This is an optimization exercise on Yosys and OpenROAD, whose aim is small area and a short achievable clock period, not a production implementation.
Function was checked by simulation only, so behaviour that the tests miss may differ from the original.
Power and IR drop assume default switching activity.

`design.v`:
```
`default_nettype none
package fetch_pkg;
   typedef enum logic [0:0] {
      ST_INIT = 1'b0,
      ST_RUN  = 1'b1
   } fetch_state_e;
   localparam logic [31:0] NOP_WORD_DEFAULT = 32'h0000_0000;
endpackage
`default_nettype wire
`default_nettype none
module imem_array #(
   parameter int ADDR_W = 7,
   parameter int DATA_W = 32,
   parameter int DEPTH  = 96
) (
   input  logic              clk,
   input  logic              we,
   input  logic [ADDR_W-1:0] waddr,
   input  logic [DATA_W-1:0] wdata,
   input  logic [ADDR_W-1:0] raddr,
   output logic [DATA_W-1:0] rdata
);
   logic [DATA_W-1:0] r_mem [DEPTH];
   always_ff @(posedge clk) begin
      if (we) begin
         r_mem[waddr] <= wdata;
      end
   end
   assign rdata = ({1'b0, raddr} < (ADDR_W + 1)'(DEPTH)) ? r_mem[raddr] : '0;
endmodule
`default_nettype wire
`default_nettype none
module instr_fetch_mem #(
   parameter int                ADDR_W   = 7,
   parameter int                DATA_W   = 32,
   parameter int                DEPTH    = 96,
   parameter logic [DATA_W-1:0] NOP_WORD = DATA_W'(fetch_pkg::NOP_WORD_DEFAULT)
) (
   input  logic              clk,
   input  logic              rst_n,
   output logic              init_done,
   input  logic              load_en,
   input  logic [ADDR_W-1:0] load_addr,
   input  logic [DATA_W-1:0] load_data,
   output logic              load_gnt,
   output logic              load_oob,
   input  logic              fetch_req,
   input  logic [ADDR_W-1:0] fetch_addr,
   output logic              fetch_gnt,
   output logic              instr_valid,
   input  logic              instr_ready,
   output logic [DATA_W-1:0] instr_out,
   output logic [ADDR_W-1:0] instr_addr
);
   localparam int                c_ptr_w = $clog2(DEPTH);
   localparam logic [c_ptr_w-1:0] c_last  = c_ptr_w'(DEPTH - 1);
   localparam logic [ADDR_W:0]    c_depth = (ADDR_W + 1)'(DEPTH);
   logic [c_ptr_w-1:0]   r_init_ptr;
   logic                 r_init_done;
   logic                 r_load_oob;
   logic                 r_valid;
   logic [ADDR_W-1:0]    r_addr;
   logic [DATA_W-1:0]    r_data;
   logic                 w_load_oob;
   logic                 w_load_wr;
   logic                 w_accept;
   logic                 w_hit;
   logic                 w_we;
   logic [ADDR_W-1:0]    w_waddr;
   logic [DATA_W-1:0]    w_wdata;
   logic [DATA_W-1:0]    w_rdata;
   assign w_load_oob = {1'b0, load_addr} >= c_depth;
   assign w_load_wr  = load_en && r_init_done;
   assign w_accept   = fetch_req && fetch_gnt;
   assign w_we    = !r_init_done || (w_load_wr && !w_load_oob);
   assign w_waddr = r_init_done ? load_addr : ADDR_W'(r_init_ptr);
   assign w_wdata = r_init_done ? load_data : NOP_WORD;
   imem_array #(
      .ADDR_W (ADDR_W),
      .DATA_W (DATA_W),
      .DEPTH  (DEPTH)
   ) u_imem (
      .clk   (clk),
      .we    (w_we),
      .waddr (w_waddr),
      .wdata (w_wdata),
      .raddr (fetch_addr),
      .rdata (w_rdata)
   );
   assign w_hit = w_load_wr && !w_load_oob && (load_addr == fetch_addr);
   always_ff @(posedge clk or negedge rst_n) begin
      if (!rst_n) begin
         r_init_ptr  <= '0;
         r_init_done <= 1'b0;
      end else if (!r_init_done) begin
         if (r_init_ptr == c_last) begin
            r_init_done <= 1'b1;
         end else begin
            r_init_ptr <= r_init_ptr + 1'b1;
         end
      end
   end
   always_ff @(posedge clk or negedge rst_n) begin
      if (!rst_n) begin
         r_valid    <= 1'b0;
         r_addr     <= '0;
         r_data     <= NOP_WORD;
         r_load_oob <= 1'b0;
      end else begin
         if (w_accept) begin
            r_valid <= 1'b1;
            r_addr  <= fetch_addr;
            r_data  <= w_hit ? load_data : w_rdata;
         end else if (r_valid && instr_ready) begin
            r_valid <= 1'b0;
         end
         if (w_load_wr && w_load_oob) begin
            r_load_oob <= 1'b1;
         end
      end
   end
   assign init_done   = r_init_done;
   assign load_gnt    = r_init_done;
   assign load_oob    = r_load_oob;
   assign fetch_gnt   = r_init_done && (!r_valid || instr_ready);
   assign instr_valid = r_valid;
   assign instr_addr  = r_addr;
   assign instr_out   = r_data;
endmodule
`default_nettype wire
```
`run.sh`:
```
#!/bin/bash
# synth_recipe.tcl (not shown) runs the flow's synth.tcl, then flattens the netlist and writes it again
# the make line also repeats each setting of config.mk as NAME=value (left out here)
make -C /OpenROAD-flow-scripts/flow DESIGN_CONFIG=/design/flow/config.mk WORK_HOME=/design/flow/orfs CLKGATE_MAP_FILE= SYNTH_SCRIPT=/design/flow/synth_recipe.tcl finish
```
`config.mk`:
```
export PLATFORM = sky130hd
export DESIGN_NAME = instr_fetch_mem
export DESIGN_NICKNAME = instr_fetch_mem
export VERILOG_FILES = /design/flow/design.v
export SDC_FILE = /design/flow/constraint.sdc
export NUM_CORES = 4
export LEC_CHECK = 0
export CAP_MARGIN = 20
export CORE_MARGIN = 2
export CORE_UTILIZATION = 60
export CTS_BUF_LIST = sky130_fd_sc_hd__clkbuf_8
export CTS_CLUSTER_DIAMETER = 35
export CTS_CLUSTER_SIZE = 12
export SETUP_SLACK_MARGIN = 2.0
export SLEW_MARGIN = 20
```
`constraint.sdc`:
```
create_clock -name core_clock -period 5.0 [get_ports {clk}]
set_input_delay 1.0000 -clock core_clock [delete_from_list [all_inputs] [get_ports {clk}]]
set_output_delay 1.0000 -clock core_clock [all_outputs]
set_load 0.01 [all_outputs]
```
==> results_dict.tcl, run 1 <==
set metrics [dict create \
    worst_ep_required_time_ns 6.00 \
    port_buffers 94 \
    fp.dieW_um 453 \
    cp.arrival_ns 4.38 \
    worstSetupPathType "input pin to register" \
    finalNonFillerCells 9362 \
    r2r_end "r_data[10]" \
    period_share_pct 67.5 \
    yosys_warnings 2 \
    min_path_type "input pin to asynchronous set/reset pin" \
    tightest_slew_ns 1.25 \
    place_ws_ns -0.316 \
    die_y_um 453 \
    layout.nets 6341 \
    r2r_start "r_init_done" \
    placed_area_mm2 0.129 \
    grt_max_degree 97 \
    cts_root_buffer "clkbuf_8" \
    setup_viol 0 \
    die_area_mm2 0.205 \
    met2_wirelength_um 174000 \
    drive_above_1_share_pct 34.3 \
    drt-total-wl_um 380000 \
    drtIter0Drc 10600 \
    holdWs_ns 0.354 \
    synthesis.nets 5573 \
    grt_pass1_wl_um 516000 \
    rr_worst_depth 10 \
    wl_met3_um 44100 \
    insertion_delay_ns 1.17 \
    layout_setup_ws_ns 1.62 \
    grt_usage_pct 37.3 \
    maxCapViolCount 0 \
    ioPinCount 95 \
    max-vdd-ir-drop_v 0.000358 \
    first_global_vias 62400 \
    path_max_fanout 19 \
    antenna_found_initial 32 \
    final_cell_mix "edfxtp_1, mux4_2, clkbuf_8, buf_4, mux2i_1" \
    netlist_area_mm2 0.121 \
    rsz0062_at_grt "yes" \
    slew_headroom_pct 16.9 \
    wl_per_cell_um 40.6 \
    cts_buffers 483 \
    cts_buffer_depth 4 \
    utilization_pct 70.6 \
    hold_viol_final 0 \
    rrSetupSlack_ns 1.86 \
    cts-htree-levels 5 \
    worst_clock_skew_ns 0.0728 \
    ys_seq_area_share_pct 77.4 \
    final.setup.tns_ns 0 \
    status "finished clean" \
    fmax_mhz 296 \
    vias 65200 \
    p_per_area_mw_per_mm2 386 \
    synth_seq_cells 3121 \
    dr.max_layer_used "met5" \
    postSynthAreaPerCell_um2 21.9 \
    synth-edff-count 3072 \
    first_pass_iters 7 \
    synthToLayoutAreaGrowth_pct 16.9 \
    grt_overflow 0 \
    power_mw 54.5 \
    synth_cells 5521 \
    final_common_cell "edfxtp_1" \
    initial_utilization_pct 60.4 \
    rows 164 \
    cts.sinks 3121 \
    critical_path.startpoint_type "input pin" \
    crit_path_end_kind "register" \
    dp_hpwl_um 228000 \
    route.detailed.drc 0 \
    routedLengthMet1_um 136000 \
    cts_tree "done" \
    clk_pin_slew_ns 0.07 \
    synth_ff_type "edfxtp_1" \
    globalplace.congestion 1.00 \
    stdcell_area_mm2 0.141 \
    synth_cell_type_count 69 \
    drv_slew 0 \
    async_flop_share_pct 1.57 \
    ant_nets 0 \
    core_area_mm2 0.200 \
    leakage_nw 38.1 \
    place_inst 8416 \
    via_per_inst 6.96 \
    nFillCells 12300 \
    period_minus_slack_ns 3.38 \
]
report_power, final:
part / internal, mW / switching, mW / total (mW)
Sequential: 28.3 / 0 / 28.3
Combinational: 0.569 / 1.11 / 1.68
Clock: 13.5 / 11.0 / 24.6
worst max-delay path, cell delays in order:
cell,delay (ns)
buf_4,0.48
buf_4,0.53
and2_1,0.23
buf_4,0.21
a221o_1,0.47
a211oi_1,0.12
a21oi_2,0.32
nand4_1,0.56
o31ai_1,0.39
cells by family after synthesis:
group	share of synthesized area (%)
XOR/XNOR	0.0798
flip-flops	77.4
multiplexers	15.8
adder cells (fa/ha/maj)	0.0104
AO/OA/AOI/OAI	2.82
buffers and inverters	1.59
AND/OR/NAND/NOR	2.30
cell type report:
type                            instances  area (um2)  area share, %
Timing Repair Buffer                  587        6560           4.65
Sequential cell                      3121       93500           66.3
Multi-Input combinational cell       2085       26400           18.7
Tap cell                             2656        3320           2.36
Antenna cell                           17        42.5         0.0302
Clock inverter                        391        4390           3.11
Clock buffer                          494        6800           4.82
Inverter                               11        48.8         0.0346
Yosys cell counts, types with 29 or more instances:
cell | number | area (um2)
edfxtp_1 | 3072 | 92200
mux4_2 | 727 | 16400
mux2i_1 | 247 | 2470
nand2_1 | 211 | 792
nor2_1 | 157 | 589
buf_2 | 110 | 551
a22oi_1 | 92 | 691
clkbuf_1 | 73 | 274
a21oi_1 | 66 | 330
buf_4 | 62 | 465
nand3_1 | 57 | 285
o22ai_1 | 53 | 332
dfrtp_1 | 49 | 1230
o21ai_0 | 48 | 240
and2_1 | 45 | 282
a211oi_1 | 42 | 315
buf_6 | 42 | 473
nor2b_1 | 36 | 225
a221oi_1 | 29 | 254
worst max path at each step:
stage	from	endpoint	slack, ns
final	fetch_addr[4]	r_data[1]	1.62
after global routing	fetch_addr[1]	r_data[1]	1.89
after CTS	r_init_done	load_gnt	1.83
after detailed placement	fetch_addr[1]	r_data[0]	-0.32
after global placement	fetch_addr[1]	r_data[0]	-0.25
after floorplan	load_addr[0]	u_imem.r_mem[10][0]	1.50
state kept, by name, summed over array words and instances (netlist names):
register,count
r_valid,1
u_imem.r_mem,3072
r_init_ptr,7
r_addr,7
r_load_oob,1
r_init_done,1
r_data,32
repair_timing:
action                                   CTS  global route
hold buffers                               1             0
gates resized for setup                  153            26
buffers inserted                          18            13
endpoints found under the setup margin  1065           773
endpoints found under the hold margin      7             0
pin swaps                                  2             5
gates cloned                               2             2
metal layers:
metal  vias to the layer above  global-route usage (%)
li1                      25000                       -
met1                     34500                    51.2
met2                      4686                    55.6
met3                       940                    9.25
met4                        22                    21.2
met5                         -                   0.373
==> inputs of run 2 (changes only) <==
--- a/design.v
+++ b/design.v
@@ -11,3 +11,2 @@
 module imem_array #(
-   parameter int ADDR_W = 7,
    parameter int DATA_W = 32,
@@ -16,6 +15,5 @@
    input  logic              clk,
-   input  logic              we,
-   input  logic [ADDR_W-1:0] waddr,
+   input  logic [DEPTH-1:0]  wsel,
    input  logic [DATA_W-1:0] wdata,
-   input  logic [ADDR_W-1:0] raddr,
+   input  logic [DEPTH-1:0]  rsel,
    output logic [DATA_W-1:0] rdata
@@ -24,7 +22,12 @@
    always_ff @(posedge clk) begin
-      if (we) begin
-         r_mem[waddr] <= wdata;
+      for (int i = 0; i < DEPTH; i++) begin
+         if (wsel[i]) r_mem[i] <= wdata;
       end
    end
-   assign rdata = ({1'b0, raddr} < (ADDR_W + 1)'(DEPTH)) ? r_mem[raddr] : '0;
+   always_comb begin
+      rdata = '0;
+      for (int i = 0; i < DEPTH; i++) begin
+         rdata = rdata | (r_mem[i] & {DATA_W{rsel[i]}});
+      end
+   end
 endmodule
@@ -67,4 +70,4 @@
    logic                 w_hit;
-   logic                 w_we;
-   logic [ADDR_W-1:0]    w_waddr;
+   logic [DEPTH-1:0]     w_wsel;
+   logic [DEPTH-1:0]     w_rsel;
    logic [DATA_W-1:0]    w_wdata;
@@ -74,7 +77,11 @@
    assign w_accept   = fetch_req && fetch_gnt;
-   assign w_we    = !r_init_done || (w_load_wr && !w_load_oob);
-   assign w_waddr = r_init_done ? load_addr : ADDR_W'(r_init_ptr);
+   always_comb begin
+      for (int i = 0; i < DEPTH; i++) begin
+         w_wsel[i] = (!r_init_done && (r_init_ptr == c_ptr_w'(i))) ||
+                     (w_load_wr && (load_addr == ADDR_W'(i)));
+         w_rsel[i] = (fetch_addr == ADDR_W'(i));
+      end
+   end
    assign w_wdata = r_init_done ? load_data : NOP_WORD;
    imem_array #(
-      .ADDR_W (ADDR_W),
       .DATA_W (DATA_W),
@@ -83,6 +90,5 @@
       .clk   (clk),
-      .we    (w_we),
-      .waddr (w_waddr),
+      .wsel  (w_wsel),
       .wdata (w_wdata),
-      .raddr (fetch_addr),
+      .rsel  (w_rsel),
       .rdata (w_rdata)
--- a/config.mk
+++ b/config.mk
@@ -9,7 +9,3 @@
 export CORE_MARGIN = 2
-export CORE_UTILIZATION = 60
-export CTS_BUF_LIST = sky130_fd_sc_hd__clkbuf_8
-export CTS_CLUSTER_DIAMETER = 35
-export CTS_CLUSTER_SIZE = 12
-export SETUP_SLACK_MARGIN = 2.0
+export CORE_UTILIZATION = 40
 export SLEW_MARGIN = 20
==> run 2 against run 1 <==
Compared with the run above: the layout now fails its checks (max-capacitance violations, max-slew violations); first-iteration DRC count grew 140%; combinational power is 7% higher; synthesized area fell by 4.6%; fmax fell by 28%.
==> results_dict.tcl, run 2 <==
set metrics [dict create \
    status "complete, but fails checks" \
    failed_checks "max-capacitance violations, max-slew violations" \
    ant_nets 0 \
    cts_buffer_depth 4 \
    fp.dieW_um 541 \
    worst_clock_skew_ns 0.0456 \
    period_share_pct 93.3 \
    die_y_um 541 \
    synthesis.nets 6470 \
    max-vdd-ir-drop_v 0.000320 \
    route.detailed.drc 0 \
    die_area_mm2 0.292 \
    cts_setup_buffers 0 \
    wl_per_cell_um 54.6 \
    top_register "u_imem.r_mem" \
    cts_root_buffer "clkbuf_16" \
    drv_slew 3 \
    first_global_vias 76100 \
    cts_buffers 322 \
    cp.arrival_ns 5.48 \
    maxCapViolCount 1 \
    netlist_area_mm2 0.115 \
    power_mw 54.0 \
    ctsResizeCount 0 \
    finalNonFillerCells 11200 \
    final_cell_mix "edfxtp_1, a22oi_1, buf_4, clkbuf_16, nand2_1" \
    antenna_found_initial 87 \
    cts-htree-levels 5 \
    muxShareOfSynthArea_pct 0.601 \
    crit_path_end_kind "register" \
    synth_top_family_by_area "compound AO/OA/AOI/OAI gates" \
    synth_ff_type "edfxtp_1" \
    clk_pin_slew_ns 0.06 \
    tightest_slew_ns 1.52 \
    ioPinCount 95 \
    hold_viol_final 0 \
    place_inst 10500 \
    slew_headroom_pct -2.10 \
    dp_hpwl_um 359000 \
    layout_setup_ws_ns 0.337 \
    synthToLayoutAreaGrowth_pct 20.6 \
    reg_top3 "u_imem.r_mem: 3072 flops, r_data: 32 flops" \
    cts_hold_buf 0 \
    initial_utilization_pct 40.1 \
    core_area_mm2 0.287 \
    yosysMostFrequentCell "edfxtp_1" \
    synth-xor-area-share_pct 0.0760 \
    port_buffers 94 \
    multiInputGateArea_mm2 0.0219 \
    grt_pass1_wl_um 771000 \
    synth_top_cell_by_area "edfxtp_1" \
    cts.sinks 3121 \
    globalplace.congestion 1.03 \
    path_max_fanout 34 \
    drive_above_1_share_pct 19.4 \
    synth_cell_type_count 83 \
    via_per_inst 7.85 \
    rows 197 \
    critical_path.startpoint_type "input pin" \
    utilization_pct 48.3 \
    p_per_area_mw_per_mm2 388 \
    insertion_delay_ns 0.99 \
    largest_reg_flops 3072 \
    synth_seq_cells 3121 \
    leakage_nw 37.3 \
    netlist.area_leader.share_pct 80.1 \
    synthSimpleGateAreaFrac_pct 4.04 \
    synth_cells 6415 \
    nFillCells 23400 \
    synth_compound_area_share_pct 12.5 \
    grt_usage_pct 40.7 \
    synth_common_cells "edfxtp_1, a22oi_1, o22ai_1" \
    synthAdderAreaFrac_pct 0.0434 \
    worst_ep_required_time_ns 5.82 \
    grt_max_degree 97 \
    drtIter0Drc 24900 \
    period_minus_slack_ns 4.66 \
    async_flop_share_pct 1.57 \
    setup_viol 0 \
    postSynthAreaPerCell_um2 18.0 \
    fmax_mhz 214 \
    min_path_type "input pin to asynchronous set/reset pin" \
    synth-edff-count 3072 \
    vias 87900 \
    seq_area_mm2 0.0935 \
    yosys_warnings 3 \
    cts_tree "done" \
    worstSetupPathType "input pin to register" \
    grt_overflow 0 \
    final_common_cell "edfxtp_1" \
    layout.nets 7142 \
    synth_area_leaders "edfxtp_1, a22oi_1, o22ai_1" \
    drt-total-wl_um 611000 \
    ys_seq_area_share_pct 81.1 \
    rsz0062_at_grt "no" \
    first_pass_iters 13 \
    place_ws_ns -0.319 \
]
## run 2: report_power, final
part	switching, mW	leakage (nW)	internal [mW]
Sequential	0	22.0	28.3
Clock	10.3	5.00	13.6
Combinational	1.28	10.3	0.525
Total	11.5	37.3	42.4
## run 2: kinds of logic after synthesis
kind of cell / count (synthesis)
fa+ha+maj: 4
simple gates: 871
buf+inv: 414
xor+xnor: 10
flops: 3121
mux: 66
compound gates: 1929
## run 2: area by class of cell
class / count / share of cell area, %
sequential: 3121 / 67.3
multi-input combinational: 2880 / 15.8
timing repair buffer: 756 / 6.07
clock buffer: 418 / 6.33
clock inverter: 145 / 0.981
antenna: 95 / 0.171
tap: 3781 / 3.40
inverter: 6 / 0.0162
## run 2: path summary, 6_finish.rpt
path                                 startpoint          to  slack (ns)  cells past startpoint
setup reg to reg           u_imem.r_mem[91][16]  r_data[16]        0.91                      7
max in group asynchronous                 rst_n  r_data[21]        3.59                      2
setup / recovery                  fetch_addr[2]  r_data[16]        0.34                     10
min in group core_clock              r_load_oob  r_load_oob        0.48                      1
hold reg to reg                      r_load_oob  r_load_oob        0.48                      1
hold / removal                            rst_n  r_load_oob        0.17                      1
## run 2: worst max-delay path: stages
cell and delay, ns:
buf_4 0.49, buf_4 0.29, and4b_4 0.36, buf_12 0.25, a22o_1 0.24, a222oi_1 0.45, o221ai_1 0.27, or4_1 0.91
nor4_1 0.94, a21oi_1 0.15
## run 2: per-layer routing
layer	global-route usage [%]	vias up	share of wire [%]	routed length [um]
li1	-	28700	-	-
met1	46.7	43100	30	182000
met2	52.9	12600	39	238000
met3	24.6	3507	20	125000
met4	34.6	53	11	66400
met5	1.38	-	0.16	962
## run 2: through the flow
step,area [um2],hold slack (ns),setup TNS (ns)
finish,139000,0.166,0
global route,139000,0.157,0
CTS,138000,0.125,0
detailed placement,128000,0.463,-0.319
global placement,128000,0.457,-0.741
floorplan,115000,0.503,0

-- afterwards: timing with drivers on the ports --
The flow's constraints put no driver on any port. The routed layouts listed below were extracted and timed again, unchanged, in two steps. Step 1 (the two cells are an assumption about what drives the block):
set clk [get_ports {clk}]
set_driving_cell -lib_cell sky130_fd_sc_hd__clkbuf_16 $clk
set_driving_cell -lib_cell sky130_fd_sc_hd__buf_2 [delete_from_list [all_inputs] $clk]
Step 2, shift: input delay + t, output delay - t, t = (earliest + latest rising clock arrival at the registers) / 2. This alone moves slack from input paths to output paths. Slacks: no drivers / after step 1 / after step 2; pairs: no drivers / after step 1.
run | t, ns | setup slack, ns | worst hold slack (ns) | worst slew at a driven data input, ns
run 1 | 1.228 | 1.623 / 1.492 / 0.264 | 0.354 / 0.279 / 0.477 | 0.27
run 2 | 1.078 | 0.337 / 0.352 / -0.726 | 0.166 / 0.079 / 0.480 | 0.14
The setup slack of run 1, which loses most, moves by -0.131 ns with the drivers and by -1.359 ns with both steps.
